Background: an optimization exercise with open tools, aiming at small area. Do not read the settings as production practice. At most, simulation tests tie the RTL to the original design; equivalence was not proved. The RTL of runs 3 and 4 was laid out without a check of its function. No activity file was given, so power comes from the tool's default toggle rates. The clock port is modelled as an ideal driver; clocking choices that lean on that would not hold on a real chip.

==> flow/design.v <==
`timescale 1ns/100ps
`default_nettype none
package cpu_isa_pkg;
	localparam int xlen     = 32;
	localparam int imm_w    = 16;  
	localparam int target_w = 26;  
	typedef logic [xlen-1:0] word_t;
	typedef logic [4:0]      reg_addr_t;
	typedef logic [5:0]      opcode_t;
	typedef logic [5:0]      funct_t;
	localparam opcode_t op_special = 6'h00;
	localparam opcode_t op_j       = 6'h02;
	localparam opcode_t op_jal     = 6'h03;
	localparam opcode_t op_beq     = 6'h04;
	localparam opcode_t op_bne     = 6'h05;
	localparam opcode_t op_addiu   = 6'h09;
	localparam opcode_t op_slti    = 6'h0a;
	localparam opcode_t op_sltiu   = 6'h0b;
	localparam opcode_t op_andi    = 6'h0c;
	localparam opcode_t op_ori     = 6'h0d;
	localparam opcode_t op_xori    = 6'h0e;
	localparam opcode_t op_lui     = 6'h0f;
	localparam opcode_t op_lw      = 6'h23;
	localparam opcode_t op_sw      = 6'h2b;
	localparam funct_t fn_jr   = 6'h08;
	localparam funct_t fn_jalr = 6'h09;
	localparam funct_t fn_addu = 6'h21;
	localparam funct_t fn_subu = 6'h23;
	localparam funct_t fn_and  = 6'h24;
	localparam funct_t fn_or   = 6'h25;
	localparam funct_t fn_xor  = 6'h26;
	localparam funct_t fn_nor  = 6'h27;
	localparam funct_t fn_slt  = 6'h2a;
	localparam funct_t fn_sltu = 6'h2b;
	typedef enum logic [2:0] {
		alu_add, alu_sub, alu_and, alu_or, alu_xor, alu_nor, alu_slt, alu_sltu
	} alu_op_t;
	localparam reg_addr_t link_reg = 5'd31;  
	localparam word_t     reset_pc = 32'h0000_0000;
	localparam word_t     pc_step  = 32'd4;
endpackage
`default_nettype wire
`timescale 1ns/100ps
`default_nettype none
package cpu_bus_pkg;
	typedef enum logic [8:0] {
		st_init  = 9'b0_0000_0001,
		st_if    = 9'b0_0000_0010,
		st_iw    = 9'b0_0000_0100,
		st_id    = 9'b0_0000_1000,
		st_ex    = 9'b0_0001_0000,
		st_store = 9'b0_0010_0000,
		st_load  = 9'b0_0100_0000,
		st_rdw   = 9'b0_1000_0000,
		st_wb    = 9'b1_0000_0000
	} cpu_state_t;
	typedef struct packed {
		logic [31:0] addr;
		logic [31:0] wdata;
		logic [3:0]         wstrb;
		logic               read;
		logic               write;
	} mem_req_t;
	typedef struct packed {
		logic                   wen;
		logic [4:0] waddr;
		logic [31:0]     wdata;
		logic [31:0]     pc;
	} retire_t;
	typedef struct packed {
		logic [2:0] alu_op;
		logic use_imm;    
		logic zero_ext;   
		logic is_lui;
		logic is_load;
		logic is_store;
		logic is_branch;
		logic branch_ne;  
		logic is_jump;
		logic jump_reg;   
		logic link;
		logic writes_rd;
		logic writes_rt;
	} ctrl_t;
endpackage
`default_nettype wire
`timescale 1ns/100ps
`default_nettype none
module cpu_core (
	input  logic                  clk,
	input  logic                  rst,
	output cpu_isa_pkg::word_t    pc,
	output logic                  inst_req_valid,
	input  logic                  inst_req_ready,
	input  cpu_isa_pkg::word_t    instruction,
	input  logic                  inst_valid,
	output logic                  inst_ready,
	output cpu_bus_pkg::mem_req_t mem_req,
	input  logic                  mem_req_ready,
	input  cpu_isa_pkg::word_t    read_data,
	input  logic                  read_data_valid,
	output logic                  read_data_ready,
	output cpu_bus_pkg::retire_t  retire
);
	localparam logic [3:0] S_INIT  = 4'd0;
	localparam logic [3:0] S_F0    = 4'd1;   
	localparam logic [3:0] S_WRC   = 4'd2;   
	localparam logic [3:0] S_WRN   = 4'd3;   
	localparam logic [3:0] S_WRA   = 4'd4;   
	localparam logic [3:0] S_F1    = 4'd5;   
	localparam logic [3:0] S_CWAIT = 4'd6;   
	localparam logic [3:0] S_COPY  = 4'd7;   
	localparam logic [3:0] S_IWAIT = 4'd8;   
	localparam logic [3:0] S_EXEC  = 4'd9;
	localparam logic [3:0] S_FIXN  = 4'd10;  
	localparam logic [3:0] S_MREQ  = 4'd11;  
	localparam logic [3:0] S_NWAIT = 4'd12;  
	localparam logic [3:0] S_NPC   = 4'd13;  
	localparam logic [3:0] S_LWAIT = 4'd14;  
	logic [3:0]  state, state_n;
	logic [4:0]  cnt;
	logic [31:0] P, N, D;
	logic        c1, c2, ne, d1, d2, ld_pend, vld1;
	wire first = (cnt == 5'd0);
	wire last  = (cnt == 5'd31);
	wire [5:0] op  = instruction[31:26];
	wire [5:0] fn  = instruction[5:0];
	wire [4:0] rs  = instruction[25:21];
	wire [4:0] rt  = instruction[20:16];
	wire [4:0] rd  = instruction[15:11];
	wire op_sp   = (op == 6'h00);
	wire f_jr    = op_sp && (fn == 6'h08);
	wire f_jalr  = op_sp && (fn == 6'h09);
	wire f_addu  = op_sp && (fn == 6'h21);
	wire f_subu  = op_sp && (fn == 6'h23);
	wire f_and   = op_sp && (fn == 6'h24);
	wire f_or    = op_sp && (fn == 6'h25);
	wire f_xor   = op_sp && (fn == 6'h26);
	wire f_nor   = op_sp && (fn == 6'h27);
	wire f_slt   = op_sp && (fn == 6'h2a);
	wire f_sltu  = op_sp && (fn == 6'h2b);
	wire i_j     = (op == 6'h02);
	wire i_jal   = (op == 6'h03);
	wire i_beq   = (op == 6'h04);
	wire i_bne   = (op == 6'h05);
	wire i_addiu = (op == 6'h09);
	wire i_slti  = (op == 6'h0a);
	wire i_sltiu = (op == 6'h0b);
	wire i_andi  = (op == 6'h0c);
	wire i_ori   = (op == 6'h0d);
	wire i_xori  = (op == 6'h0e);
	wire i_lui   = (op == 6'h0f);
	wire i_lw    = (op == 6'h23);
	wire i_sw    = (op == 6'h2b);
	wire rtype   = f_addu | f_subu | f_and | f_or | f_xor | f_nor | f_slt | f_sltu;
	wire itype   = i_addiu | i_slti | i_sltiu | i_andi | i_ori | i_xori;
	wire zext    = i_andi | i_ori | i_xori;
	wire is_br   = i_beq | i_bne;
	wire is_jimm = i_j | i_jal;
	wire is_jreg = f_jr | f_jalr;
	wire link    = i_jal | f_jalr;
	wire op_sub  = f_subu | f_slt | f_sltu | i_slti | i_sltiu;
	wire op_slt  = f_slt | i_slti;
	wire op_sltu = f_sltu | i_sltiu;
	wire op_and  = f_and | i_andi;
	wire op_or   = f_or  | i_ori;
	wire op_xor  = f_xor | i_xori;
	wire op_nor  = f_nor;
	wire writes  = rtype | f_jalr | itype | i_lui | i_lw | i_jal;
	wire [4:0] dest = (rtype | f_jalr) ? rd : (i_jal ? 5'd31 : rt);
	wire st_init  = (state == S_INIT);
	wire st_f0    = (state == S_F0);
	wire st_wrc   = (state == S_WRC);
	wire st_wrn   = (state == S_WRN);
	wire st_wra   = (state == S_WRA);
	wire st_f1    = (state == S_F1);
	wire st_cwait = (state == S_CWAIT);
	wire st_copy  = (state == S_COPY);
	wire st_iwait = (state == S_IWAIT);
	wire st_fixn  = (state == S_FIXN);
	wire st_mreq  = (state == S_MREQ);
	wire st_nwait = (state == S_NWAIT);
	wire st_npc   = (state == S_NPC);
	wire st_lwait = (state == S_LWAIT);
	wire exec     = (state == S_EXEC) | (st_iwait & first & inst_valid);
	wire wr_pass  = st_f0 | st_wrc | st_wrn | st_wra;
	wire copy_en  = (st_f0 & inst_req_ready) | st_wrc | (st_f1 & inst_req_ready & first) | st_copy;
	wire npc_en   = (st_mreq & mem_req_ready & first) | (st_nwait & first) | st_npc;
	wire ld_pass  = (st_npc | st_lwait) & ld_pend;    
	wire ld_got   = ld_pass & last & vld1;            
	logic [31:0] heads;
	wire         wen = wr_pass & inst_valid & writes;
	assign heads[0] = 1'b0;
	genvar gi;
	generate
		for (gi = 1; gi < 32; gi++) begin : g_reg
			logic [31:0] r;
			always_ff @(posedge clk)
				r <= {(wen && (dest == gi)) ? D[0] : r[0], r[31:1]};
			assign heads[gi] = r[0];
		end
	endgenerate
	wire a_rs = heads[rs];
	wire b_rt = heads[rt];
	wire ibit  = instruction[{cnt[4] & is_jimm, cnt[3:0]}];
	wire imm_s = cnt[4] ? (~zext & instruction[15]) : ibit;  
	wire lui_s = cnt[4] & ibit;                              
	wire raw   = is_jimm ? ibit : imm_s;
	wire dly   = (cnt[4:1] != 4'd0) & d2;                    
	wire lbit  = read_data[cnt];
	wire cin2 = (cnt == 5'd2) | ((cnt > 5'd2) & c2);
	wire p4   = P[0] ^ cin2;
	logic alu_a, alu_b;
	always_comb begin
		if (is_br | link)
			alu_a = p4;
		else if (i_lui)
			alu_a = 1'b0;
		else
			alu_a = a_rs;
		if (is_br)
			alu_b = dly;
		else if (link)
			alu_b = (cnt == 5'd2);
		else if (i_lui)
			alu_b = lui_s;
		else if (rtype)
			alu_b = b_rt;
		else
			alu_b = imm_s;
	end
	wire bx   = alu_b ^ op_sub;
	wire cin1 = first ? op_sub : c1;
	wire sum  = alu_a ^ bx ^ cin1;
	wire cout = (alu_a & bx) | (alu_a & cin1) | (bx & cin1);
	wire lt   = op_sltu ? ~cout : ((alu_a ^ alu_b) ? alu_a : sum);
	logic res;
	always_comb begin
		if (op_and)       res = alu_a & alu_b;
		else if (op_or)   res = alu_a | alu_b;
		else if (op_xor)  res = alu_a ^ alu_b;
		else if (op_nor)  res = ~(alu_a | alu_b);
		else if (op_slt | op_sltu) res = 1'b0;
		else              res = sum;
	end
	wire ne_all = (~first & ne) | (a_rs ^ b_rt);
	wire taken  = i_bne ? ne_all : ~ne_all;
	always_comb begin
		state_n = state;
		case (state)
			S_INIT:  if (last) state_n = S_F1;
			S_F0:    state_n = inst_req_ready ? S_WRC : S_WRN;
			S_WRC:   if (last) state_n = S_IWAIT;
			S_WRN:   if (inst_req_ready) state_n = last ? S_COPY : S_WRA;
			         else if (last) state_n = S_F1;
			S_WRA:   if (last) state_n = S_COPY;
			S_F1:    if (inst_req_ready) state_n = (first | last) ? S_COPY : S_CWAIT;
			S_CWAIT: if (last) state_n = S_COPY;
			S_COPY:  if (last) state_n = S_IWAIT;
			S_IWAIT: if (first & inst_valid) state_n = S_EXEC;
			S_EXEC:  if (last) state_n = (i_lw | i_sw) ? S_MREQ : ((is_br & ~taken) ? S_FIXN : S_F0);
			S_FIXN:  if (last) state_n = S_F0;
			S_MREQ:  if (mem_req_ready) state_n = first ? S_NPC : S_NWAIT;
			S_NWAIT: if (first) state_n = S_NPC;
			S_NPC, S_LWAIT: if (last) state_n = (ld_pend & ~vld1) ? S_LWAIT : S_F0;
			default: state_n = S_INIT;
		endcase
	end
	always_ff @(posedge clk) begin
		if (rst) begin
			state   <= S_INIT;
			cnt     <= 5'd0;
			ld_pend <= 1'b0;
		end else begin
			state   <= state_n;
			cnt     <= cnt + 5'd1;
			if (st_mreq & mem_req_ready & i_lw)
				ld_pend <= 1'b1;
			else if (ld_got)
				ld_pend <= 1'b0;
		end
	end
	logic n_in, d_in;
	always_comb begin
		if (st_init)
			n_in = 1'b0;
		else if (st_fixn)
			n_in = D[0];
		else if (exec & (i_lw | i_sw | is_br))
			n_in = sum;
		else if (exec & is_jimm)
			n_in = (cnt[4:2] == 3'b111) ? p4 : dly;
		else if (exec & is_jreg)
			n_in = a_rs;
		else
			n_in = p4;
		if (~exec)
			d_in = lbit;
		else if (i_sw)
			d_in = b_rt;
		else if (is_br)
			d_in = p4;
		else
			d_in = res;
	end
	wire n_sh = st_init | exec | st_fixn | npc_en | copy_en;
	wire d_sh = exec | st_fixn | wr_pass | (ld_pass & ~first);
	always_ff @(posedge clk) begin
		c1   <= cout;
		c2   <= P[0] & cin2;
		ne   <= ne_all;
		d1   <= raw;
		d2   <= d1;
		if (cnt == 5'd1)
			vld1 <= read_data_valid;
		P  <= {copy_en ? N[0] : P[0], P[31:1]};
		if (n_sh)
			N <= {n_in, N[31:1]};
		if (d_sh) begin
			D <= {d_in, D[31:1]};
			if (exec & last & (op_slt | op_sltu))
				D[0] <= lt;
			else if (ld_pass & last)
				D[0] <= read_data[0];
		end
	end
	wire mem_write = st_mreq & i_sw;
	wire mem_read  = st_mreq & i_lw;
	assign pc              = N;
	assign inst_req_valid  = st_f0 | st_wrn | st_f1;
	assign inst_ready      = (st_wrc | st_wrn | st_wra) & last;
	assign read_data_ready = ld_got;
	assign mem_req = {{N[31:2], 2'b00}, D, mem_write ? 4'b1111 : 4'b0000, mem_read, mem_write};
	assign retire  = {st_f0 & inst_valid & writes, dest, D, P};
endmodule
`default_nettype wire
==> flow/flow/run.sh <==
#!/bin/bash
# Standard ORFS layout (the standard.sh), with two layout-only changes:
#  - port buffers are sky130_fd_sc_hd__buf_1 instead of the flow's default pick
#  - CTS without dummy loads and with larger sink clusters
set -euo pipefail
export BUFFER_PORTS_ARGS="-buffer_cell sky130_fd_sc_hd__buf_1"
export CTS_ARGS="-sink_clustering_enable -repair_clock_nets -dont_use_dummy_load -sink_clustering_size 45 -sink_clustering_max_diameter 45"
bash standard.sh > standard_flow.log 2>&1
==> flow/standard.sh <==
#!/bin/bash
# synth_recipe.tcl (not shown) runs the flow's synth.tcl, then flattens the netlist and writes it again
# the make line also repeats each setting of config.mk as NAME=value (left out here)
make -C /OpenROAD-flow-scripts/flow DESIGN_CONFIG=/design/flow/config.mk WORK_HOME=/design/flow/orfs CLKGATE_MAP_FILE= SYNTH_SCRIPT=/design/flow/synth_recipe.tcl "${@:-finish}"
==> flow/config.mk <==
export PLATFORM = sky130hd
export DESIGN_NAME = cpu_core
export DESIGN_NICKNAME = cpu_core
export VERILOG_FILES = /design/flow/design.v
export SDC_FILE = /design/flow/constraint.sdc
export NUM_CORES = 4
export LEC_CHECK = 0
export CAP_MARGIN = 20
export CORE_MARGIN = 2
export CORE_UTILIZATION = 40
export SLEW_MARGIN = 20
==> flow/constraint.sdc <==
create_clock -name core_clock -period 10.0 [get_ports {clk}]
set_input_delay 2.0000 -clock core_clock [delete_from_list [all_inputs] [get_ports {clk}]]
set_output_delay 2.0000 -clock core_clock [all_outputs]
set_load 0.01 [all_outputs]
==> results_dict.tcl, run 1 <==
set metrics [dict create \
    run_status "timing/DRC/antenna clean" \
    netlist_instances 1618 \
    drc 0 \
    critical_path_arrival_ns 4.45 \
    ys_ff_latch 1104 \
    post_cts_buffers 0 \
    rsz0062_at_grt "no" \
    r2r-end "D[31]$_DFFE_PP_" \
    ff2ff_setup_slack_ns 6.00 \
    dr.pass1.iters 5 \
    critPathLaunch "instruction[26]" \
    worst_slack_ns 3.551 \
    antenna_found_initial 6 \
    drv_cap 0 \
    vias_per_cell 4.371 \
    die_h_um 262.3 \
    dp.final_hpwl_mm 30.81 \
    core_area_um2 65860 \
    wl_per_cell_um 16.47 \
    path_clk_slew_ns 0.06 \
    cp-end-kind "primary output" \
    pin_count 245 \
    min_period_over_period_pct 64.49 \
    drtIter0Drc 586 \
    synth.largest_area_cell "dfxtp_1" \
    leakage_uw 0.01156 \
    layout.nets 1935 \
    reg2reg_depth 15 \
    die_x_um 262.3 \
    synth_top_area_share_pct 77.92 \
    syn_to_final_growth_pct 13.23 \
    grt_pass1_wl_mm 67.69 \
    crit_path_end "mem_req[4]" \
    drive_gt1_share_pct 9.547 \
    swShare_pct 23.88 \
    rows 94 \
    setup_violations 0 \
    synth_top_flop_cell "dfxtp_1" \
    worstMarginPinSlew_ns 0.9846 \
    critPathMaxFanout 12 \
    start_util_pct 40.53 \
    synth_edf_count 65 \
    worstSetupPathType "input pin to primary output" \
    layout_min_cycle_time_ns 6.449 \
    routed_wl_mm 44.78 \
    preCtsSetupSlack_ns 3.599 \
    grt_usage_pct 12.80 \
    postSynth.asyncResetShare_pct 0 \
    comb_power_share_pct 9.4 \
    hold_viol 0 \
    dpl-instance-area_um2 28030 \
    slew_viol_final 0 \
    yosys_warnings 1 \
    dp_cells 2630 \
    p_switching_uw 2043 \
    hold_class "register to register" \
    seq_power_share_pct 57.7 \
    io_buffers 242 \
    p_int_uw 6511 \
    power_density_nw_per_um2 283.0 \
    clk_latency_ns 0.63 \
    overflow 0 \
    worstPathRequired_ns 8.00 \
    ys_types 84 \
    setup_tns_ns 0 \
    vias 11886 \
    startpoint_type "input pin" \
    max-slew-margin-rel_pct 34.12 \
    gp_congestion 0.9000 \
    synthTopCellsByArea "dfxtp_1 78%, edfxtp_1 7.3%, mux4_2 2.2%, buf_4 2.0%, mux2_2 1.4%" \
    r2r_start "cnt[0]$_SDFF_PP0_" \
    synth_seq_area_share_pct 85.23 \
    pwr-share-clk_pct 33.0 \
    fmax_mhz 155.1 \
    cts_buffers 86 \
    clockBufferDepth 3 \
    worst_clock_skew_ns 0.08366 \
    post_cts_resized 0 \
    synth.avg_cell_area_um2 16.50 \
    grt_pass1_vias 11661 \
    dieArea_um2 68820 \
    antenna_left 0 \
    fin_area_um2 30230 \
    ir_drop_v 0.0001523 \
    grt_max_degree 35 \
    synth_area_um2 26700 \
    cts_root_buffer "clkbuf_16" \
    cts.htree.levels 3 \
    clock-sinks 1104 \
    tritoncts "done" \
    layout.cells.non_filler 2719 \
    cts_hold_buf 0 \
]
## metal layers
metal	global-route usage, %	part of all wire (%)	wire (um)	up-vias
met2	19.60	44	19510	400
li1	-	-	-	5727
met4	6.880	4.9	2200	0
met3	2.924	5.2	2313	112
met1	16.89	46	20760	5647
met5	0	0	0	-
## layout by cell type (no fill, tap or decap), drive strengths merged, types with 10 or more instances in the layout
master	synthesis	layout
a21oi	24	24
buf	85	252
clkbuf	17	86
dfxtp	1039	1039
edfxtp	65	65
inv	16	16
mux2	34	34
mux4	32	32
nand2	77	77
nand3	16	16
nor2	42	42
nor2b	13	13
nor3	10	10
o21ai	16	16
## worst min path at each step
stage / from / endpoint / slack, ns / cells after the start
after detailed placement: g_reg[13].r[1]$_DFF_P_ / g_reg[13].r[0]$_DFF_P_ / 0.31 / 0
after global routing: g_reg[10].r[25]$_DFF_P_ / g_reg[10].r[24]$_DFF_P_ / 0.28 / 0
after global placement: g_reg[11].r[7]$_DFF_P_ / g_reg[11].r[6]$_DFF_P_ / 0.31 / 0
after CTS: g_reg[10].r[25]$_DFF_P_ / g_reg[10].r[24]$_DFF_P_ / 0.26 / 0
final: g_reg[10].r[25]$_DFF_P_ / g_reg[10].r[24]$_DFF_P_ / 0.27 / 0
after floorplan: d1$_DFF_P_ / d2$_DFF_P_ / 0.31 / 0
## kinds of logic (layout without fill, tap and decap cells)
kind of cell / Yosys count / after routing / synth area share (%)
AND/OR/NAND/NOR: 205 / 205 / 3.979
AO/OA/AOI/OAI: 103 / 103 / 2.761
other: 1 / 3 / 0.01405
multiplexers: 69 / 69 / 4.345
adder cells (fa/ha/maj): 9 / 9 / 0.4500
flip-flops: 1104 / 1104 / 85.23
buffers and inverters: 120 / 355 / 2.995
XOR/XNOR: 7 / 7 / 0.2297
## synthesized netlist by cell type (3+ instances only)
cell      number
dfxtp_1     1039
nand2_1       76
buf_4         72
edfxtp_1      65
nor2_1        39
mux2_2        34
mux4_2        26
a21oi_1       24
inv_1         16
nand3_1       16
o21ai_0       16
clkbuf_1      13
nor2b_1       13
nor3_1        10
ha_1           8
a211oi_1       7
o22ai_1        7
buf_1          6
mux4_1         6
nand2b_1       5
xnor2_1        5
buf_6          4
clkbuf_8       4
nand3b_1       4
nor4b_1        4
o21a_1         4
o31ai_1        4
a21boi_0       3
a22oi_1        3
a311oi_1       3
and3_1         3
buf_2          3
nand4b_1       3
nor2_2         3
nor4_1         3
o31a_1         3
or3_1          3
## flip-flops by register name, summed over array words and instances (netlist names)
name     flops
D           32
N           32
P           32
c1           1
c2           1
cnt          5
d1           1
d2           1
g.r        992
ld_pend      1
ne           1
state        4
vld1         1
## worst max-delay path, stage by stage
cell and delay, ns:
buf_1 0.40, nand2_1 0.22, nor4b_1 0.73, nand2_1 0.25
nor3_1 0.63, buf_1 0.22
## power groups by stage
stage | registers [uW] | clock network [uW] | logic [uW]
final | 4930 | 2820 | 800
after global routing | 4960 | 3070 | 861
after CTS | 4950 | 2920 | 770
after detailed placement | 5050 | 0 | 773
after global placement | 5040 | 0 | 780
after floorplan | 5050 | 0 | 519
## area by class of cell
type                    instances  area, um2
diodes                          1      2.502
clock buffers                  86       2152
fillers                      5693      35640
inverters                      17      63.81
multi-input cells             395       3166
flip-flops and latches       1104      22750
well taps                     864       1081
repair buffers                252       1011
## metrics by stage
| stage | total power [uW] | hold WS (ns) | util, % |
|---|---|---|---|
| after floorplan | 5572 | 0.3096 | - |
| after global placement | 5818 | 0.3096 | 42.56 |
| after detailed placement | 5821 | 0.3121 | 42.56 |
| after CTS | 8647 | 0.2591 | 45.83 |
| after global routing | 8892 | 0.2765 | 45.89 |
| final | 8554 | 0.2690 | 45.89 |
==> run 2, diff against run 1 <==
--- a/flow/flow/run.sh
+++ b/flow/flow/run.sh
@@ -6,3 +6,3 @@
 export BUFFER_PORTS_ARGS="-buffer_cell sky130_fd_sc_hd__buf_1"
-export CTS_ARGS="-sink_clustering_enable -repair_clock_nets -dont_use_dummy_load -sink_clustering_size 45 -sink_clustering_max_diameter 45"
+export CTS_ARGS="-sink_clustering_enable -repair_clock_nets -dont_use_dummy_load -sink_clustering_size 35 -sink_clustering_max_diameter 100"
 bash standard.sh > standard_flow.log 2>&1
==> results_dict.tcl, run 2 <==
set metrics [dict create \
    run_status "timing/DRC/antenna clean" \
    grt_max_degree 36 \
    gp_congestion 0.9000 \
    leakage_uw 0.01100 \
    path_clk_slew_ns 0.11 \
    vias 11579 \
    clockBufferDepth 3 \
    yosysMostFrequentCell "dfxtp_1" \
    drv_cap 0 \
    min_period_over_period_pct 64.16 \
    post_cts_buffers 0 \
    slew_viol_final 0 \
    post_cts_resized 0 \
    fmax_mhz 155.9 \
    drive_gt1_share_pct 7.246 \
    max-slew-margin-rel_pct 33.47 \
    synth.largest_area_cell "dfxtp_1" \
    hold_viol 0 \
    fin_area_um2 29080 \
    worstPathRequired_ns 8.00 \
    pwr-share-clk_pct 24.8 \
    swShare_pct 24.84 \
    worst_clock_skew_ns 0.07542 \
    wl_per_cell_um 16.45 \
    cts_root_buffer "clkbuf_16" \
    dpl-instance-area_um2 28030 \
    yosys_warnings 1 \
    io_buffers 242 \
    synth.avg_cell_area_um2 16.50 \
    synth_edf_count 65 \
    grt_usage_pct 12.41 \
    worstMarginPinSlew_ns 0.9943 \
    multiInputGateArea_um2 3166 \
    synth_top_area_share_pct 77.92 \
    rsz0062_at_grt "no" \
    antenna_found_initial 5 \
    grt_pass1_wl_mm 66.07 \
    layout_min_cycle_time_ns 6.416 \
    ys_types 84 \
    setup_violations 0 \
    antenna_left 0 \
    ys_ff_latch 1104 \
    pin_count 245 \
    rows 94 \
    cp-end-kind "primary output" \
    layout.nets 1889 \
    synth_seq_area_share_pct 85.23 \
    clk_latency_ns 0.59 \
    drtIter0Drc 664 \
    dieArea_um2 68820 \
    fill_cells 5817 \
    start_util_pct 40.53 \
    p_int_uw 5726 \
    clock-sinks 1104 \
    synth_area_um2 26700 \
    top_register "g.r" \
    startpoint_type "input pin" \
    syn_to_final_growth_pct 8.919 \
    critical_path_arrival_ns 4.42 \
    cts_hold_buf 0 \
    comb_power_share_pct 10.5 \
    die_h_um 262.3 \
    yosys-top-cells-count "1039 x dfxtp_1, 76 x nand2_1, 72 x buf_4" \
    drc 0 \
    cts_buffers 40 \
    vias_per_cell 4.332 \
    grt_pass1_vias 11204 \
    netlist_instances 1618 \
    final_cell_mix "1039 x dfxtp_1, 242 x buf_1, 76 x nand2_1" \
    seq_power_share_pct 64.7 \
    core_area_um2 65860 \
    worstSetupPathType "input pin to primary output" \
    hold_class "register to register" \
    critPathMaxFanout 12 \
    synthTopCellsByArea "dfxtp_1 78%, edfxtp_1 7.3%, mux4_2 2.2%, buf_4 2.0%, mux2_2 1.4%" \
    overflow 0 \
    setup_tns_ns 0 \
    p_switching_uw 1892 \
    die_x_um 262.3 \
    cts.htree.levels 2 \
    ir_drop_v 0.0001319 \
    dr.pass1.iters 4 \
    largest_reg_flops 992 \
    routed_wl_mm 43.97 \
    dp.final_hpwl_mm 30.81 \
    tritoncts "done" \
    seqCellArea_um2 22750 \
    synth_top_flop_cell "dfxtp_1" \
    final_common_cell "dfxtp_1" \
    power_density_nw_per_um2 262.0 \
    postSynth.asyncResetShare_pct 0 \
]
==> run 2: cell counts after synthesis <==
Identical to the previous run, type by type.
==> run 2: layout make-up <==
| type | instances | share of cell area (%) |
|---|---|---|
| antenna | 1 | 0.008606 |
| clock buffer | 40 | 3.442 |
| inverter | 17 | 0.2195 |
| multi-input combinational | 395 | 10.89 |
| sequential | 1104 | 78.25 |
| tap | 864 | 3.718 |
| timing repair buffer | 252 | 3.477 |
==> run 2: worst paths after layout <==
| path | slack (ns) | to | startpoint | depth (start not counted) |
|---|---|---|---|---|
| max | 3.58 | mem_req[4] | instruction[26] | 6 |
| min | 0.25 | g_reg[27].r[25]$_DFF_P_ | g_reg[27].r[26]$_DFF_P_ | 0 |
| max reg2reg | 5.98 | D[31]$_DFFE_PP_ | cnt[0]$_SDFF_PP0_ | 15 |
| min reg2reg | 0.25 | g_reg[27].r[25]$_DFF_P_ | g_reg[27].r[26]$_DFF_P_ | 0 |
==> run 2: kinds of logic (layout without fill, tap and decap cells) <==
logic type / count (synthesis) / after routing / share of synthesized area, %
flops: 1104 / 1104 / 85.23
simple gates: 205 / 205 / 3.979
buf+inv: 120 / 309 / 2.995
compound gates: 103 / 103 / 2.761
mux: 69 / 69 / 4.345
fa+ha+maj: 9 / 9 / 0.4500
xor+xnor: 7 / 7 / 0.2297
other cells: 1 / 3 / 0.01405
==> run 2: metrics by stage <==
| stage | power (uW) | cells | utilization (%) | hold slack [ns] | worst slack, ns |
|---|---|---|---|---|---|
| after floorplan | 5572 | 1619 | - | 0.3096 | 4.483 |
| after global placement | 5818 | 2630 | 42.56 | 0.3096 | 3.644 |
| after detailed placement | 5821 | 2630 | 42.56 | 0.3121 | 3.599 |
| after CTS | 7690 | 2670 | 44.08 | 0.2447 | 3.546 |
| after global routing | 7920 | 2672 | 44.14 | 0.2422 | 3.417 |
| final | 7618 | 2673 | 44.15 | 0.2478 | 3.584 |
==> run 2: power by group through the flow <==
stage	clock network, uW	logic, uW	registers, uW
after floorplan	0	519	5050
after global placement	0	780	5040
after detailed placement	0	773	5050
after CTS	1970	771	4950
after global routing	2100	859	4960
final	1890	801	4930
==> run 2: worst max-delay path: stages <==
cell     delay [ns]
buf_1          0.39
nand2_1        0.21
nor4b_1        0.69
nand2_1        0.25
nor3_1         0.66
buf_1          0.22
==> run 2: layer usage <==
layer	global-route usage [%]	part of all wire, %
met4	5.528	4.2
met2	19.50	43
met5	0	0
met1	16.79	47
met3	2.286	5.1
==> run 3, diff against run 2 <==
--- a/flow/design.v
+++ b/flow/design.v
@@ -133,11 +133,3 @@
 	wire f_jalr  = op_sp && (fn == 6'h09);
-	wire f_addu  = op_sp && (fn == 6'h21);
-	wire f_subu  = op_sp && (fn == 6'h23);
-	wire f_and   = op_sp && (fn == 6'h24);
-	wire f_or    = op_sp && (fn == 6'h25);
-	wire f_xor   = op_sp && (fn == 6'h26);
-	wire f_nor   = op_sp && (fn == 6'h27);
-	wire f_slt   = op_sp && (fn == 6'h2a);
-	wire f_sltu  = op_sp && (fn == 6'h2b);
-	wire i_j     = (op == 6'h02);
+	wire f_alu   = op_sp && (fn[5:4] == 2'b10) && ((~fn[3] & (fn[2] | fn[0])) | (fn[3] & ~fn[2] & fn[1]));
 	wire i_jal   = (op == 6'h03);
@@ -145,8 +137,3 @@
 	wire i_bne   = (op == 6'h05);
-	wire i_addiu = (op == 6'h09);
-	wire i_slti  = (op == 6'h0a);
-	wire i_sltiu = (op == 6'h0b);
-	wire i_andi  = (op == 6'h0c);
-	wire i_ori   = (op == 6'h0d);
-	wire i_xori  = (op == 6'h0e);
+	wire i_imm   = (op[5:3] == 3'b001) & (op[2:0] != 3'b000);  
 	wire i_lui   = (op == 6'h0f);
@@ -154,18 +141,15 @@
 	wire i_sw    = (op == 6'h2b);
-	wire rtype   = f_addu | f_subu | f_and | f_or | f_xor | f_nor | f_slt | f_sltu;
-	wire itype   = i_addiu | i_slti | i_sltiu | i_andi | i_ori | i_xori;
-	wire zext    = i_andi | i_ori | i_xori;
 	wire is_br   = i_beq | i_bne;
-	wire is_jimm = i_j | i_jal;
+	wire is_jimm = (op[5:1] == 5'b00001);                      
 	wire is_jreg = f_jr | f_jalr;
 	wire link    = i_jal | f_jalr;
-	wire op_sub  = f_subu | f_slt | f_sltu | i_slti | i_sltiu;
-	wire op_slt  = f_slt | i_slti;
-	wire op_sltu = f_sltu | i_sltiu;
-	wire op_and  = f_and | i_andi;
-	wire op_or   = f_or  | i_ori;
-	wire op_xor  = f_xor | i_xori;
-	wire op_nor  = f_nor;
-	wire writes  = rtype | f_jalr | itype | i_lui | i_lw | i_jal;
-	wire [4:0] dest = (rtype | f_jalr) ? rd : (i_jal ? 5'd31 : rt);
+	wire writes  = f_alu | f_jalr | i_imm | i_lw | i_jal;
+	wire [4:0] dest = op_sp ? rd : (i_jal ? 5'd31 : rt);
+	wire       nat     = op_sp | (op[5:3] == 3'b001);
+	wire [2:0] k       = op_sp ? fn[2:0] : op[2:0];
+	wire       op_sub  = nat & ~k[2] & k[1];                   
+	wire       op_lt   = op_sub & (~op_sp | fn[3]);            
+	wire       op_ltu  = k[0];
+	wire       op_log  = nat & k[2];                           
+	wire       zext    = ~op_sp;                               
 	wire st_init  = (state == S_INIT);
@@ -205,3 +189,3 @@
 	wire ibit  = instruction[{cnt[4] & is_jimm, cnt[3:0]}];
-	wire imm_s = cnt[4] ? (~zext & instruction[15]) : ibit;  
+	wire imm_s = cnt[4] ? (~(op_log & zext) & instruction[15]) : ibit;  
 	wire lui_s = cnt[4] & ibit;                              
@@ -226,3 +210,3 @@
 			alu_b = lui_s;
-		else if (rtype)
+		else if (op_sp)
 			alu_b = b_rt;
@@ -235,11 +219,14 @@
 	wire cout = (alu_a & bx) | (alu_a & cin1) | (bx & cin1);
-	wire lt   = op_sltu ? ~cout : ((alu_a ^ alu_b) ? alu_a : sum);
+	wire lt   = op_ltu ? ~cout : ((alu_a ^ alu_b) ? alu_a : sum);
 	logic res;
 	always_comb begin
-		if (op_and)       res = alu_a & alu_b;
-		else if (op_or)   res = alu_a | alu_b;
-		else if (op_xor)  res = alu_a ^ alu_b;
-		else if (op_nor)  res = ~(alu_a | alu_b);
-		else if (op_slt | op_sltu) res = 1'b0;
-		else              res = sum;
+		if (op_log)
+			case (k[1:0])
+				2'b00:   res = alu_a & alu_b;
+				2'b01:   res = alu_a | alu_b;
+				2'b10:   res = alu_a ^ alu_b;
+				default: res = (alu_a | alu_b) ^ op_sp;  
+			endcase
+		else
+			res = ~op_lt & sum;
 	end
@@ -320,3 +307,3 @@
 			D <= {d_in, D[31:1]};
-			if (exec & last & (op_slt | op_sltu))
+			if (exec & last & op_lt)
 				D[0] <= lt;
--- a/flow/config.mk
+++ b/flow/config.mk
@@ -9,3 +9,4 @@
 export CORE_MARGIN = 2
-export CORE_UTILIZATION = 40
+export CORE_UTILIZATION = 65
+export PLACE_DENSITY = 0.75
 export SLEW_MARGIN = 20
==> results_dict.tcl, run 3 <==
set metrics [dict create \
    ys_types 73 \
    worstPathRequired_ns 8.00 \
    tritoncts "done" \
    synth_edf_count 65 \
    synthTopCellsByArea "dfxtp_1 78%, edfxtp_1 7.3%, mux4_2 2.4%, buf_4 2.0%, mux2_2 1.6%" \
    synth_top_area_share_pct 78.13 \
    netlist_instances 1593 \
    drive_gt1_share_pct 7.034 \
    grt_pass1_wl_mm 61.92 \
    cts.htree.levels 2 \
    core_area_um2 40650 \
    power_density_nw_per_um2 263.3 \
    p_total_uw 7491 \
    die_x_um 206.4 \
    die_h_um 206.4 \
    slew_viol_final 0 \
    drv_cap 0 \
    startpoint_type "input pin" \
    wl_per_cell_um 18.23 \
    min_period_over_period_pct 59.05 \
    worst_clock_skew_ns 0.08881 \
    postSynth.asyncResetShare_pct 0 \
    vias 11255 \
    layout_min_cycle_time_ns 5.905 \
    overflow 0 \
    io_buffers 242 \
    vias_per_cell 4.866 \
    antenna_left 0 \
    gp_congestion 0.8872 \
    synth.largest_area_cell "dfxtp_1" \
    yosys_warnings 1 \
    worstSetupPathType "input pin to primary output" \
    cts_hold_buf 0 \
    final_common_cell "dfxtp_1" \
    path_clk_slew_ns 0.10 \
    critPathMaxFanout 10 \
    rows 74 \
    syn_to_final_growth_pct 6.857 \
    cts_root_buffer "clkbuf_16" \
    max-slew-margin-rel_pct 36.56 \
    worstMarginPinSlew_ns 0.9503 \
    yosysMostFrequentCell "dfxtp_1" \
    pin_count 245 \
    multiInputGateArea_um2 3037 \
    hold_class "register to register" \
    grt_pass1_vias 10712 \
    start_util_pct 65.50 \
    final_cell_mix "1039 x dfxtp_1, 242 x buf_1, 65 x edfxtp_1" \
    routed_wl_mm 42.17 \
    fmax_mhz 169.4 \
    ir_drop_v 0.0002008 \
    run_status "timing/DRC/antenna clean" \
    setup_violations 0 \
    fin_area_um2 28450 \
    clock-sinks 1104 \
    dp.final_hpwl_mm 27.61 \
    top_register "g.r" \
    synth_area_um2 26620 \
    post_cts_resized 0 \
    synth_top_flop_cell "dfxtp_1" \
    clk_latency_ns 0.60 \
    clockBufferDepth 3 \
    fill_cells 2609 \
    cts_buffers 38 \
    layout.nets 1858 \
    ys_ff_latch 1104 \
    grt_usage_pct 19.60 \
    synth_seq_area_share_pct 85.46 \
    seqCellArea_um2 22750 \
    dp_cells 2270 \
    critical_path_arrival_ns 3.90 \
    synth.avg_cell_area_um2 16.71 \
    rsz0062_at_grt "no" \
    cp-end-kind "primary output" \
    dpl-instance-area_um2 27470 \
    dr.pass1.iters 5 \
    largest_reg_flops 992 \
    grt_max_degree 36 \
    drc 0 \
    hold_ws_ns 0.2836 \
    layout.cells.non_filler 2313 \
    hold_viol 0 \
    dieArea_um2 42590 \
    drtIter0Drc 627 \
    post_cts_buffers 0 \
    yosys-top-cells-count "1039 x dfxtp_1, 71 x buf_4, 65 x edfxtp_1" \
    leakage_uw 0.01095 \
    antenna_found_initial 6 \
    setup_tns_ns 0 \
]
## run 3: changes by cell type after synthesis, moves of 4 or more
cell      delta
and2_1       +6
buf_1        -6
clkbuf_1     +4
mux2i_1      +4
nand2_1     -26
nand3_1      -4
nand3b_1     -4
nor2_1       +6
nor3_1       +6
nor3b_1      +5
nor4b_1      -4
## run 3: where the power goes
group	leakage (uW)	switching, uW	internal [uW]
combinational	0.00147	487	231
sequential	0.00901	182	4740
clock	0.000468	1160	694
## run 3: worst paths after layout
kind,startpoint,end,slack [ns],cells after the start
max,instruction[29],retire[67],4.10,6
min reg2reg,d1$_DFF_P_,d2$_DFF_P_,0.28,0
min,d1$_DFF_P_,d2$_DFF_P_,0.28,0
max reg2reg,cnt[0]$_SDFF_PP0_,D[0]$_DFFE_PP_,5.90,12
## run 3: final cells by class
cell class	count	area share (%)
inverters	19	0.2507
multi-input cells	368	10.67
well taps	532	2.340
repair buffers	248	3.378
flip-flops and latches	1104	79.98
clock buffers	38	3.343
diodes	4	0.03519
## run 3: routing by layer
metal / share of wire, % / GRT usage (%)
met1: 45 / 26.46
met3: 6.1 / 4.573
met4: 2.3 / 6.990
met5: 0.090 / 0
met2: 46 / 31.33
## run 3: logic make-up after synthesis
group / count (synthesis) / share of synthesized area, %
XOR/XNOR: 8 / 0.2632
adder cells (fa/ha/maj): 10 / 0.4888
AO/OA/AOI/OAI: 91 / 2.374
buffers and inverters: 122 / 3.187
multiplexers: 77 / 4.752
flip-flops: 1104 / 85.46
AND/OR/NAND/NOR: 180 / 3.459
other: 1 / 0.01409
## run 3: critical path, cell delays in order
cell and delay [ns]:
buf_1 0.22, nor4_4 0.45, nand2_1 0.29, o22ai_1 0.49, inv_1 0.21, buf_1 0.23
## run 3: through the flow
step,util (%),setup WS (ns)
2_1_floorplan,-,4.649
3_3_place_gp,67.57,4.066
3_5_place_dp,67.59,4.035
4_1_cts,69.93,4.165
5_1_grt,69.97,3.978
6_report,69.99,4.095
==> run 4, diff against run 3 <==
--- a/flow/flow/run.sh
+++ b/flow/flow/run.sh
@@ -6,3 +6,3 @@
 export BUFFER_PORTS_ARGS="-buffer_cell sky130_fd_sc_hd__buf_1"
-export CTS_ARGS="-sink_clustering_enable -repair_clock_nets -dont_use_dummy_load -sink_clustering_size 35 -sink_clustering_max_diameter 100"
+export CTS_ARGS="-sink_clustering_enable -repair_clock_nets -dont_use_dummy_load -sink_clustering_size 38 -sink_clustering_max_diameter 100"
 bash standard.sh > standard_flow.log 2>&1
==> results_dict.tcl, run 4 <==
set metrics [dict create \
    run_status "timing/DRC/antenna clean" \
    ys_ff_latch 1104 \
    final_cell_mix "1039 x dfxtp_1, 242 x buf_1, 65 x edfxtp_1" \
    cts.htree.levels 2 \
    vias_per_cell 4.886 \
    pwr-share-clk_pct 24.1 \
    synth_edf_count 65 \
    core_area_um2 40650 \
    cts_root_buffer "clkbuf_16" \
    comb_power_share_pct 9.7 \
    fmax_mhz 168.8 \
    grt_pass1_wl_mm 62.95 \
    yosys_warnings 1 \
    cp-end-kind "primary output" \
    crit_chain "buf_1 > nor4_4 > nand2_1 > o22ai_1 > inv_1 > buf_1" \
    synth_seq_area_share_pct 85.46 \
    fin_area_um2 28370 \
    path_clk_slew_ns 0.12 \
    dpl-instance-area_um2 27470 \
    worstSetupPathType "input pin to primary output" \
    max-slew-margin-rel_pct 38.09 \
    syn_to_final_growth_pct 6.556 \
    p_total_uw 7436 \
    p_switching_uw 1824 \
    largest_reg_flops 992 \
    synth.largest_area_cell "dfxtp_1" \
    grt_usage_pct 19.91 \
    yosys-top-cells-count "1039 x dfxtp_1, 71 x buf_4, 65 x edfxtp_1" \
    critPathLaunch "instruction[29]" \
    pin_count 245 \
    gp_congestion 0.8872 \
    r2r_start "cnt[0]$_SDFF_PP0_" \
    vias 11276 \
    crit_slowest_cell "o22ai_1" \
    rows 74 \
    antenna_found_initial 2 \
    critical_path_arrival_ns 3.92 \
    netlist_instances 1593 \
    hold_viol 0 \
    yosysMostFrequentCell "dfxtp_1" \
    worst_clock_skew_ns 0.07800 \
    cts_hold_buf 0 \
    hold_start "g_reg[12].r[24]$_DFF_P_" \
    clk_latency_ns 0.60 \
    layout.nets 1855 \
    rsz0062_at_grt "no" \
    synth.avg_cell_area_um2 16.71 \
    cpMostUsedCell "buf_1" \
    setup_tns_ns 0 \
    synth_top_area_share_pct 78.13 \
    ff2ff_setup_slack_ns 5.92 \
    swShare_pct 24.53 \
    drc 0 \
    dr.pass1.iters 4 \
    seq_power_share_pct 66.2 \
    clock-sinks 1104 \
    slowest_delay_ns 0.49 \
    ys_types 73 \
    postSynth.asyncResetShare_pct 0 \
    tritoncts "done" \
    die_x_um 206.4 \
    worstMarginPinSlew_ns 0.9274 \
    hold_ws_ns 0.2926 \
    cts_buffers 35 \
    critPathMaxFanout 10 \
    wl_per_cell_um 18.54 \
    hold_class "register to register" \
    overflow 0 \
    p_int_uw 5613 \
    drv_cap 0 \
    post_cts_buffers 0 \
    ir_drop_v 0.0002382 \
    worstPathRequired_ns 8.00 \
    antenna_left 0 \
    layout_min_cycle_time_ns 5.925 \
    post_cts_resized 0 \
    synth_area_um2 26620 \
    top_register "g.r" \
    min_period_over_period_pct 59.25 \
    slew_viol_final 0 \
    final_common_cell "dfxtp_1" \
    clockBufferDepth 3 \
    grt_pass1_vias 10691 \
    drive_gt1_share_pct 6.877 \
    dp.final_hpwl_mm 27.61 \
    leakage_uw 0.01091 \
    synth_top_flop_cell "dfxtp_1" \
    synthTopCellsByArea "dfxtp_1 78%, edfxtp_1 7.3%, mux4_2 2.4%, buf_4 2.0%, mux2_2 1.6%" \
    io_buffers 242 \
    routed_wl_mm 42.79 \
    grt_max_degree 39 \
    setup_violations 0 \
    dieArea_um2 42590 \
    power_density_nw_per_um2 262.1 \
    start_util_pct 65.50 \
    die_h_um 206.4 \
    startpoint_type "input pin" \
    drtIter0Drc 606 \
]
[run 4: cell count changes in the layout (fill, tap and decap cells not counted)]
cell,before,now
clkbuf_16,38,35
diode_2,4,2
[run 4: power by group through the flow]
stage / combinational (uW) / sequential [uW] / clock [uW]
after global routing: 807 / 4960 / 1970
final: 719 / 4920 / 1800
after floorplan: 514 / 5040 / 0
after CTS: 704 / 4940 / 1840
after global placement: 704 / 5030 / 0
after detailed placement: 706 / 5040 / 0
[run 4: worst paths after layout]
check	end	cells past startpoint
min	g_reg[12].r[23]$_DFF_P_	0
max	retire[67]	6
min reg2reg	g_reg[12].r[23]$_DFF_P_	0
max reg2reg	N[31]$_SDFFCE_PP0P_	14
[run 4: through the flow]
stage                     setup WS (ns)  instances  utilization [%]
after detailed placement          4.035       2270            67.59
after floorplan                   4.649       1594                -
after global placement            4.066       2270            67.57
after CTS                         4.165       2305            69.74
after global routing              3.978       2307            69.78
final                             4.075       2308            69.79
[run 4: cell families after synthesis]
family	Yosys count	synth area share [%]
xor gates and xnor gates	8	0.2632
other	1	0.01409
adders and majority gates	10	0.4888
muxes	77	4.752
and+or+nand+nor	180	3.459
AOI/OAI and AO/OA	91	2.374
DFF	1104	85.46
buffers and inverters	122	3.187
[run 4: critical path, delay by kind of cell]
kind                   cells  cell delay (ns)
AND/OR/NAND/NOR            2             0.74
buffers and inverters      3             0.69
AO/OA/AOI/OAI              1             0.49
[run 4: metal layers]
layer	vias up	track usage (%)	share of wire (%)
li1	5499	-	-
met1	5417	27.62	46
met2	304	32.19	47
met3	54	3.800	5.7
met4	2	5.944	1.9
met5	-	0	0.019
[run 4: layout make-up]
| cell class | count | area, um2 |
|---|---|---|
| clock buffers | 35 | 875.8 |
| diodes | 2 | 5.005 |
| repair buffers | 248 | 960.9 |
| multi-input cells | 368 | 3037 |
| inverters | 19 | 71.32 |
| flip-flops and latches | 1104 | 22750 |
| fillers | 2591 | 12280 |
| well taps | 532 | 665.6 |
==> run 5, diff against run 4 <==
--- a/flow/design.v
+++ b/flow/design.v
@@ -119,2 +119,3 @@
 	localparam logic [3:0] S_LWAIT = 4'd14;  
+	localparam logic [3:0] S_PRE   = 4'd15;  
 	logic [3:0]  state, state_n;
@@ -168,3 +169,6 @@
 	wire st_lwait = (state == S_LWAIT);
-	wire exec     = (state == S_EXEC) | (st_iwait & first & inst_valid);
+	wire start    = st_iwait & first & inst_valid;
+	wire needs_rt = f_alu | is_br | i_sw;
+	wire pre      = (state == S_PRE) | (start & needs_rt);
+	wire exec     = (state == S_EXEC) | (start & ~needs_rt);
 	wire wr_pass  = st_f0 | st_wrc | st_wrn | st_wra;
@@ -186,4 +190,5 @@
 	endgenerate
-	wire a_rs = heads[rs];
-	wire b_rt = heads[rt];
+	wire port = heads[pre ? rt : rs];
+	wire a_rs = port;
+	wire b_rt = D[0];
 	wire ibit  = instruction[{cnt[4] & is_jimm, cnt[3:0]}];
@@ -246,3 +251,4 @@
 			S_COPY:  if (last) state_n = S_IWAIT;
-			S_IWAIT: if (first & inst_valid) state_n = S_EXEC;
+			S_IWAIT: if (first & inst_valid) state_n = needs_rt ? S_PRE : S_EXEC;
+			S_PRE:   if (last) state_n = S_EXEC;
 			S_EXEC:  if (last) state_n = (i_lw | i_sw) ? S_MREQ : ((is_br & ~taken) ? S_FIXN : S_F0);
@@ -283,3 +289,5 @@
 			n_in = p4;
-		if (~exec)
+		if (pre)
+			d_in = port;
+		else if (~exec)
 			d_in = lbit;
@@ -293,3 +301,3 @@
 	wire n_sh = st_init | exec | st_fixn | npc_en | copy_en;
-	wire d_sh = exec | st_fixn | wr_pass | (ld_pass & ~first);
+	wire d_sh = pre | exec | st_fixn | wr_pass | (ld_pass & ~first);
 	always_ff @(posedge clk) begin
==> flow/flow/run.sh (replaced) <==
#!/bin/bash
# The standard layout (standard.sh) with layout-only changes:
#  - synthesis maps logic with an area-oriented ABC script (flow/synth.tcl);
#    registers, flattening and renaming are as in synth_recipe.tcl
#  - port buffers are sky130_fd_sc_hd__buf_1
#  - CTS without dummy loads and with larger sink clusters
# The make output goes to standard_flow.log; ORFS keeps each step's log in orfs/logs.
set -euo pipefail
here=$(pwd)
export MY_ABC_SCRIPT="$here/flow/abc_area.script"
export BUFFER_PORTS_ARGS="-buffer_cell sky130_fd_sc_hd__buf_1"
export CTS_ARGS="-sink_clustering_enable -repair_clock_nets -dont_use_dummy_load -sink_clustering_size 30 -sink_clustering_max_diameter 100"
sed "s#SYNTH_SCRIPT=[^ ]*#SYNTH_SCRIPT=$here/flow/synth.tcl #" standard.sh > own_standard.sh
grep -q "SYNTH_SCRIPT=$here/flow/synth.tcl" own_standard.sh
bash own_standard.sh > standard_flow.log 2>&1
==> flow/flow/abc_area.script (new file) <==
strash
dch
amap
strash
dch
amap
topo
==> flow/flow/synth.tcl (new file) <==
# The standard flow's synthesis script (synth_recipe.tcl) with one change: abc maps with
# flow/abc_area.script (area-oriented amap) instead of ORFS's speed script.
proc synth {args} { yosys synth -nofsm -noshare {*}$args }
proc abc {args} {
  set i [lsearch -exact $args -script]
  if {$i >= 0} { lset args [expr {$i + 1}] $::env(MY_ABC_SCRIPT) }
  yosys abc {*}$args
}
source $::env(SCRIPTS_DIR)/synth.tcl
# left out here: clear keep_hierarchy, flatten, clean up, hide names made inside functions, write 1_2_yosys.v
--- a/flow/config.mk
+++ b/flow/config.mk
@@ -9,4 +9,4 @@
 export CORE_MARGIN = 2
-export CORE_UTILIZATION = 65
-export PLACE_DENSITY = 0.75
+export CORE_UTILIZATION = 50
+export PLACE_DENSITY = 0.65
 export SLEW_MARGIN = 20
==> results_dict.tcl, run 5 <==
set metrics [dict create \
    min_period_over_period_pct 84.31 \
    wl_met1_mm 20.26 \
    reg2reg_depth 21 \
    largest_reg_flops 992 \
    synth_seq_area_share_pct 88.13 \
    utilization_pct 55.28 \
    p_int_uw 5758 \
    cts_root_buffer "clkbuf_16" \
    fin_area_um2 28300 \
    synth_top_area_share_pct 80.57 \
    io_buffers 242 \
    vias 11844 \
    final_common_cell "dfxtp_1" \
    worstSetupPathType "input pin to register" \
    startpoint_type "input pin" \
    synth_edf_count 65 \
    grt_pass1_vias 11260 \
    multiInputGateArea_um2 2344 \
    final_cell_mix "1039 x dfxtp_1, 242 x buf_1, 115 x nor2_1" \
    max-slew-margin-rel_pct 29.93 \
    post_cts_buffers 0 \
    synth.avg_cell_area_um2 15.72 \
    power_density_nw_per_um2 269.2 \
    worstPathRequired_ns 10.31 \
    setup_violations 0 \
    postSynth.asyncResetShare_pct 0 \
    swShare_pct 24.41 \
    drtIter0Drc 576 \
    rsz0062_at_grt "no" \
    ys_ff_latch 1104 \
    routed_wl_mm 43.17 \
    setup_tns_ns 0 \
    pwr-share-clk_pct 25.4 \
    netlist_instances 1642 \
    worstMarginPinSlew_ns 1.045 \
    slew_viol_final 0 \
    cts.htree.levels 2 \
    cts_buffers 43 \
    die_x_um 231.2 \
    dieArea_um2 53460 \
    vias_per_cell 4.637 \
    seqCellArea_um2 22750 \
    gp_congestion 0.8648 \
    pin_count 245 \
    wl_met2_mm 19.30 \
    rows 83 \
    wl_per_cell_um 16.90 \
    synth_top_flop_cell "dfxtp_1" \
    synthTopCellsByArea "dfxtp_1 81%, edfxtp_1 7.6%, buf_4 2.1%, nor2_1 1.7%, clkinv_1 0.89%" \
    cp-end-kind "register" \
    die_h_um 231.2 \
    antenna_left 0 \
    ir_drop_v 0.0001757 \
    grt_usage_pct 15.96 \
    yosysMostFrequentCell "dfxtp_1" \
    comb_power_share_pct 10.3 \
    hold-path-cell-count 0 \
    critPathMaxFanout 8 \
    synth_area_um2 25810 \
    clk_latency_ns 0.60 \
    clock-sinks 1104 \
    cts_hold_buf 0 \
    drc 0 \
    hold_viol 0 \
    grt_max_degree 36 \
    yosys-top-cells-count "1039 x dfxtp_1, 115 x nor2_1, 71 x buf_4" \
    path_clk_slew_ns 0.10 \
    hold_class "register to register" \
    post_cts_resized 0 \
    tritoncts "done" \
    top_register "g.r" \
    critical_path_arrival_ns 8.74 \
    antenna_found_initial 6 \
    p_switching_uw 1860 \
    hold_ws_ns 0.3087 \
    fmax_mhz 118.6 \
    layout.nets 1947 \
    layout_min_cycle_time_ns 8.431 \
    dp.final_hpwl_mm 30.19 \
    dr.pass1.iters 5 \
    drive_gt1_share_pct 3.053 \
    worst_clock_skew_ns 0.04467 \
    clockBufferDepth 3 \
    syn_to_final_growth_pct 9.626 \
    highest_layer "met5" \
    wl_met3_mm 2.385 \
    synth.largest_area_cell "dfxtp_1" \
    ys_types 48 \
    core_area_um2 51200 \
    overflow 0 \
    grt_pass1_wl_mm 65.00 \
    yosys_warnings 1 \
    run_status "timing/DRC/antenna clean" \
    start_util_pct 50.42 \
    dpl-instance-area_um2 27140 \
    leakage_uw 0.01064 \
    seq_power_share_pct 64.4 \
    drv_cap 0 \
    fill_cells 4134 \
]
[run 5: cell count changes after synthesis, moves of 17 or more]
cell	before	now
nor2_1	45	115
mux2_2	37	0
inv_1	19	0
a21oi_1	24	45
o22ai_1	7	31
nand2_1	50	25
mux4_2	28	0
clkbuf_1	17	0
clkinv_1	0	61
[run 5: worst max-delay path, cell delays in order]
cell	delay, ns
buf_1	0.10
nor2_1	0.24
nand3_1	0.14
nor3_1	0.49
clkinv_1	0.18
or4b_1	0.57
nand2_1	0.15
clkinv_1	0.10
o22ai_1	0.13
buf_4	0.18
clkinv_1	0.16
o22ai_1	0.53
clkinv_1	0.35
o22a_1	0.26
o21ai_0	0.15
a21oi_1	0.06
o31ai_1	0.57
clkinv_1	0.21
o32ai_1	0.64
ha_1	0.39
o221a_1	0.23
or4_1	0.46
a31oi_1	0.18
o21ai_0	0.10
o21a_1	0.13
[run 5: final cells by class]
type	count	share of cell area, %
Antenna cell	7	0.06190
Clock buffer	43	3.802
Inverter	61	0.8091
Multi-Input combinational cell	406	8.281
Sequential cell	1104	80.40
Tap cell	680	3.006
Timing Repair Buffer	253	3.643
[run 5: layer usage]
metal / GRT usage [%] / vias to the layer above
met4: 6.593 / 2
met3: 3.617 / 74
li1: - / 5815
met2: 24.98 / 343
met5: 0 / -
met1: 21.52 / 5610
[run 5: path summary, 6_finish.rpt]
path                                             start                endpoint  slack [ns]
worst min-delay path            g_reg[24].r[7]$_DFF_P_  g_reg[24].r[6]$_DFF_P_        0.31
worst min register to register  g_reg[24].r[7]$_DFF_P_  g_reg[24].r[6]$_DFF_P_        0.31
worst max-delay path                   instruction[30]         D[31]$_DFFE_PP_        1.57
worst max register to register       cnt[0]$_SDFF_PP0_         D[31]$_DFFE_PP_        2.78
[run 5: power by group through the flow]
stage | registers (uW) | clock network, uW | logic [uW]
after floorplan | 5050 | 0 | 465
final | 4900 | 1930 | 781
after CTS | 4910 | 2010 | 750
after global placement | 5000 | 0 | 760
after detailed placement | 5010 | 0 | 750
after global routing | 4930 | 2160 | 852
[run 5: per-stage QoR]
stage / power (uW) / setup WS [ns] / std cells
final: 7617 / 1.569 / 2554
after global routing: 7945 / 1.139 / 2552
after CTS: 7672 / 1.500 / 2545
after detailed placement: 5763 / 0.9419 / 2502
after global placement: 5762 / 1.354 / 2502
after floorplan: 5518 / 1.847 / 1643
[run 5: kinds of logic (layout without fill, tap and decap cells)]
group                      count (synthesis)  after routing  share of synthesized area [%]
DFF                                     1104           1104                          88.13
adders and majority gates                  8              8                         0.3878
and+or+nand+nor                          207            207                          3.572
AOI/OAI and AO/OA                        189            189                          4.924
buffers and inverters                    133            357                          2.966
other                                      1              9                        0.01453
==> run 6, diff against run 5 <==
--- a/flow/config.mk
+++ b/flow/config.mk
@@ -9,4 +9,4 @@
 export CORE_MARGIN = 2
-export CORE_UTILIZATION = 50
-export PLACE_DENSITY = 0.65
+export CORE_UTILIZATION = 65
+export PLACE_DENSITY = 0.75
 export SLEW_MARGIN = 20
==> results_dict.tcl, run 6 <==
set metrics [dict create \
    pin_count 245 \
    drtIter0Drc 831 \
    cts_buffers 43 \
    grt_pass1_wl_mm 79.05 \
    startpoint_type "input pin" \
    core_area_um2 39460 \
    grt_pass1_vias 12793 \
    ys_types 48 \
    ir_drop_v 0.0002400 \
    vias 12497 \
    antenna_left 0 \
    multiInputGateArea_um2 2342 \
    largest_reg_flops 992 \
    yosys-top-cells-count "1039 x dfxtp_1, 115 x nor2_1, 71 x buf_4" \
    path_clk_slew_ns 0.12 \
    layout_min_cycle_time_ns 8.476 \
    rows 73 \
    slew_viol_final 0 \
    routed_wl_mm 53.14 \
    synthTopCellsByArea "dfxtp_1 81%, edfxtp_1 7.6%, buf_4 2.1%, nor2_1 1.7%, clkinv_1 0.89%" \
    tritoncts "done" \
    cts_hold_buf 0 \
    worstMarginPinSlew_ns 1.040 \
    setup_tns_ns 0 \
    min_period_over_period_pct 84.76 \
    final_cell_mix "1039 x dfxtp_1, 242 x buf_1, 115 x nor2_1" \
    die_h_um 203.3 \
    synth_area_um2 25810 \
    top_register "g.r" \
    synth_seq_area_share_pct 88.13 \
    ys_ff_latch 1104 \
    gp_congestion 0.9041 \
    ff2ff_setup_slack_ns 3.02 \
    post_cts_resized 0 \
    p_switching_uw 1926 \
    clk_latency_ns 0.61 \
    dpl-instance-area_um2 26950 \
    yosysMostFrequentCell "dfxtp_1" \
    vias_per_cell 5.227 \
    final_common_cell "dfxtp_1" \
    layout.nets 1945 \
    antenna_found_initial 5 \
    yosys_warnings 1 \
    worstPathRequired_ns 10.33 \
    seq_power_share_pct 64.0 \
    hold_class "register to register" \
    p_int_uw 5746 \
    fin_area_um2 28050 \
    dr.pass1.iters 5 \
    grt_usage_pct 25.96 \
    io_buffers 242 \
    post_cts_buffers 0 \
    dieArea_um2 41320 \
    clockBufferDepth 3 \
    grt_max_degree 36 \
    dp.final_hpwl_mm 33.04 \
    pwr-share-clk_pct 26.0 \
    synth_top_flop_cell "dfxtp_1" \
    rsz0062_at_grt "no" \
    hold_ws_ns 0.2765 \
    syn_to_final_growth_pct 8.676 \
    critPathMaxFanout 8 \
    drv_cap 0 \
    critical_path_arrival_ns 8.81 \
    cts_root_buffer "clkbuf_16" \
    wl_per_cell_um 22.22 \
    synth.largest_area_cell "dfxtp_1" \
    leakage_uw 0.01063 \
    p_total_uw 7671 \
    max-slew-margin-rel_pct 30.69 \
    start_util_pct 65.42 \
    synth.avg_cell_area_um2 15.72 \
    comb_power_share_pct 10.0 \
    hold_viol 0 \
    clock-sinks 1104 \
    synth_top_area_share_pct 80.57 \
    run_status "timing/DRC/antenna clean" \
    fill_cells 2348 \
    swShare_pct 25.10 \
    power_density_nw_per_um2 273.4 \
    worstSetupPathType "input pin to register" \
    netlist_instances 1642 \
    cts.htree.levels 2 \
    cp-end-kind "register" \
    fmax_mhz 118.0 \
    overflow 0 \
    drive_gt1_share_pct 3.003 \
    seqCellArea_um2 22750 \
    postSynth.asyncResetShare_pct 0 \
    die_x_um 203.3 \
    setup_violations 0 \
    synth_edf_count 65 \
    drc 0 \
    worst_clock_skew_ns 0.05463 \
]
## run 6: cell counts after synthesis
No cell type changed its count.
## run 6: worst paths after layout
| kind | cells past startpoint | to | from |
|---|---|---|---|
| min | 0 | g_reg[22].r[22]$_DFF_P_ | g_reg[22].r[23]$_DFF_P_ |
| min reg2reg | 0 | g_reg[22].r[22]$_DFF_P_ | g_reg[22].r[23]$_DFF_P_ |
| max reg2reg | 20 | D[31]$_DFFE_PP_ | cnt[1]$_SDFF_PP0_ |
| max | 24 | D[31]$_DFFE_PP_ | instruction[30] |
## run 6: cell families after synthesis
family | count (synthesis) | synth area share (%)
buffers and inverters | 133 | 2.966
and+or+nand+nor | 207 | 3.572
AOI/OAI and AO/OA | 189 | 4.924
DFF | 1104 | 88.13
adders and majority gates | 8 | 0.3878
other | 1 | 0.01453
## run 6: per-layer routing
metal	share of wire (%)	vias up	track usage [%]
met2	49	493	44.58
met1	42	6080	33.43
met4	3.5	4	9.254
met3	5.7	128	4.490
met5	0.034	-	0
li1	-	5792	-
## run 6: power groups by stage
stage               Combinational (uW)  Clock, uW  Sequential, uW
floorplan                          465          0            5050
global placement                   756          0            4990
detailed placement                 753          0            5010
CTS                                754       2030            4910
global route                       831       2160            4930
finish                             768       1990            4910
## run 6: final cells by class
class                   count  area share [%]
diodes                      1        0.008920
clock buffers              43           3.836
inverters                  61          0.8162
multi-input cells         406           8.349
flip-flops and latches   1104           81.10
well taps                 525           2.341
repair buffers            251           3.550
## run 6: stage by stage
step                      util (%)  setup WS (ns)  cells
final                        71.10          1.524   2391
after global routing         71.10         0.9580   2391
after CTS                    71.02          1.664   2389
after detailed placement     68.30          1.070   2346
after global placement       68.30          1.443   2346
after floorplan                  -          1.847   1643
## run 6: worst max-delay path, stage by stage
cell,delay (ns)
buf_1,0.10
nor2_1,0.24
nand3_1,0.15
nor3_1,0.52
clkinv_1,0.18
or4b_1,0.56
nand2_1,0.15
clkinv_1,0.10
o22ai_1,0.14
buf_4,0.18
clkinv_1,0.15
o22ai_1,0.50
clkinv_1,0.36
o32ai_1,0.39
nor2_1,0.10
o31ai_1,0.60
clkinv_1,0.19
o32ai_1,0.63
ha_1,0.39
o221a_1,0.24
or4_1,0.48
a31oi_1,0.23
o21ai_0,0.13
o21a_1,0.12
==> run 7, diff against run 6 <==
--- a/flow/design.v
+++ b/flow/design.v
@@ -301,3 +301,3 @@
 	wire n_sh = st_init | exec | st_fixn | npc_en | copy_en;
-	wire d_sh = pre | exec | st_fixn | wr_pass | (ld_pass & ~first);
+	wire d_sh = ~st_mreq;  
 	always_ff @(posedge clk) begin
==> results_dict.tcl, run 7 <==
set metrics [dict create \
    die_h_um 203.3 \
    setup_tns_ns 0 \
    ff2ff_setup_slack_ns 3.79 \
    r2r_start "cnt[0]$_SDFF_PP0_" \
    start_util_pct 66.31 \
    grtUsageMet1_pct 34.13 \
    critical_path_arrival_ns 8.58 \
    run_status "timing/DRC/antenna clean" \
    top_usage_layer "met2" \
    synth_seq_area_share_pct 88.16 \
    dp.final_hpwl_mm 32.80 \
    cts_root_buffer "clkbuf_16" \
    drtIter0Drc 1205 \
    hold_viol 0 \
    largest_reg_flops 992 \
    cts_hold_buf 0 \
    layout_min_cycle_time_ns 8.274 \
    clockBufferDepth 3 \
    leakage_uw 0.01067 \
    cts_buffers 42 \
    worstSetupPathType "input pin to register" \
    final_cell_mix "1039 x dfxtp_1, 242 x buf_1, 116 x nor2_1" \
    vias 12589 \
    met2_usage_pct 46.11 \
    worstMarginPinSlew_ns 1.103 \
    final_common_cell "dfxtp_1" \
    postSynth.asyncResetShare_pct 0 \
    r2r-end "D[31]$_DFFE_PN_" \
    utilization_pct 71.92 \
    overflow 0 \
    antenna_found_initial 5 \
    drc 0 \
    ir_drop_v 0.0002208 \
    dr.pass1.iters 5 \
    hold_class "register to register" \
    netlist_instances 1644 \
    yosys_warnings 1 \
    rsz0062_at_grt "no" \
    clock-sinks 1104 \
    crit_path_end "D[31]$_DFFE_PN_" \
    grt_pass1_vias 12867 \
    syn_to_final_growth_pct 8.455 \
    dieArea_um2 41310 \
    fmax_mhz 120.9 \
    yosys-top-cells-count "1039 x dfxtp_1, 116 x nor2_1, 71 x buf_4" \
    worst_clock_skew_ns 0.07115 \
    path_clk_slew_ns 0.11 \
    grt_max_degree 36 \
    drive_gt1_share_pct 2.837 \
    cp-end-kind "register" \
    pin_count 245 \
    clk_latency_ns 0.61 \
    ys_types 46 \
    wl_per_cell_um 22.91 \
    vias_per_cell 5.272 \
    slew_viol_final 0 \
    ys_ff_latch 1104 \
    synth_edf_count 65 \
    io_buffers 242 \
    dp_cells 2343 \
    core_area_um2 38920 \
    post_cts_buffers 0 \
    cts.htree.levels 2 \
    use_met3_pct 4.283 \
    post_cts_resized 0 \
    layout.nets 1948 \
    routed_wl_mm 54.70 \
    synth_top_area_share_pct 80.60 \
    max-slew-margin-rel_pct 26.46 \
    synth_top_flop_cell "dfxtp_1" \
    synth.avg_cell_area_um2 15.70 \
    setup_violations 0 \
    power_density_nw_per_um2 272.0 \
    synthTopCellsByArea "dfxtp_1 81%, edfxtp_1 7.6%, buf_4 2.1%, nor2_1 1.7%, clkinv_1 0.86%" \
    top_register "g.r" \
    grt_usage_pct 26.67 \
    synth.largest_area_cell "dfxtp_1" \
    reg2reg_depth 22 \
    yosysMostFrequentCell "dfxtp_1" \
    hold_start "g_reg[9].r[14]$_DFF_P_" \
    antenna_left 0 \
    grt_pass1_wl_mm 81.23 \
    min_period_over_period_pct 82.74 \
    drv_cap 0 \
    critPathMaxFanout 15 \
    critPathLaunch "instruction[30]" \
    worstPathRequired_ns 10.31 \
    startpoint_type "input pin" \
    synth_area_um2 25810 \
    layout.cells.non_filler 2388 \
    tritoncts "done" \
    gp_congestion 0.9066 \
    die_x_um 203.3 \
    rows 72 \
]
## run 7: changes by cell type in the layout (fill, tap and decap cells not counted), moves of 2 or more
cell,change
a211oi_1,+2
a31oi_1,-3
buf_4,+2
nand2_1,+12
o2111ai_4,-2
o21ai_0,-2
o22a_1,-2
o32ai_1,-2
o41ai_1,+2
or2_0,+2
or3_1,-2
or4_1,-2
## run 7: cell type report
class                      instances  area, um2
sequential                      1104      22750
tap                              518      648.1
fill                            2248      10930
multi-input combinational        410       2301
clock buffer                      42       1051
timing repair buffer             253       1011
inverter                          59      221.5
antenna                            2      5.005
## run 7: kinds of logic after synthesis
group / share of synthesized area, %
buf+inv: 2.938
flops: 88.16
simple gates: 3.593
compound gates: 4.907
other cells: 0.01453
fa+ha+maj: 0.3879
## run 7: worst min path at each step
stage / end / slack [ns] / cells after the start
floorplan: d2$_DFF_P_ / 0.31 / 0
global placement: g_reg[6].r[5]$_DFF_P_ / 0.31 / 0
detailed placement: g_reg[13].r[25]$_DFF_P_ / 0.31 / 0
CTS: g_reg[6].r[3]$_DFF_P_ / 0.28 / 0
global route: g_reg[6].r[3]$_DFF_P_ / 0.29 / 0
finish: g_reg[9].r[13]$_DFF_P_ / 0.28 / 0
## run 7: layer usage
| metal | wire, um | up-vias |
|---|---|---|
| met1 | 22330 | 6065 |
| met4 | 1847 | 2 |
| met5 | 13 | - |
| met2 | 27030 | 598 |
| met3 | 3473 | 134 |
| li1 | - | 5790 |
## run 7: power breakdown
group	leakage [uW]	internal (uW)	switching [uW]
Sequential	0.00906	4710	163
Combinational	0.00109	218	527
Clock	0.000518	762	1230
## run 7: stage by stage
step           hold WS, ns  total power [uW]  area, um2  worst slack (ns)
3_5_place_dp        0.3121              5706      26910             1.374
3_3_place_gp        0.3107              5700      26910             1.551
2_1_floorplan       0.3096              5455      25810             1.960
5_1_grt             0.2881              7869      27990             1.001
6_report            0.2830              7612      27990             1.726
4_1_cts             0.2848              7640      27960             1.853
## run 7: worst max-delay path, cell delays in order
cell and delay, ns:
buf_1 0.11, nor2_1 0.30, nand3_1 0.14, nor3_1 0.39, clkinv_1 0.52, nor4b_1 0.62
nor2_1 0.13, o22ai_1 0.16, buf_4 0.19, clkinv_1 0.13, o22ai_1 0.64, clkinv_1 0.50
o22a_1 0.33, a221o_1 0.34, a31oi_1 0.34, nand3_1 0.10, o21ai_0 0.24, ha_1 0.37
o221a_1 0.24, o41ai_1 0.34, a31oi_1 0.14, a311oi_1 0.22, a21oi_1 0.06

Setup slack of run 7, layout unchanged: 1.726 ns with ideal ports, 1.755 ns with driving cells assumed (clock clkbuf_16, inputs buf_2), 1.120 ns with port delays also shifted by the 0.635 ns mid clock arrival.
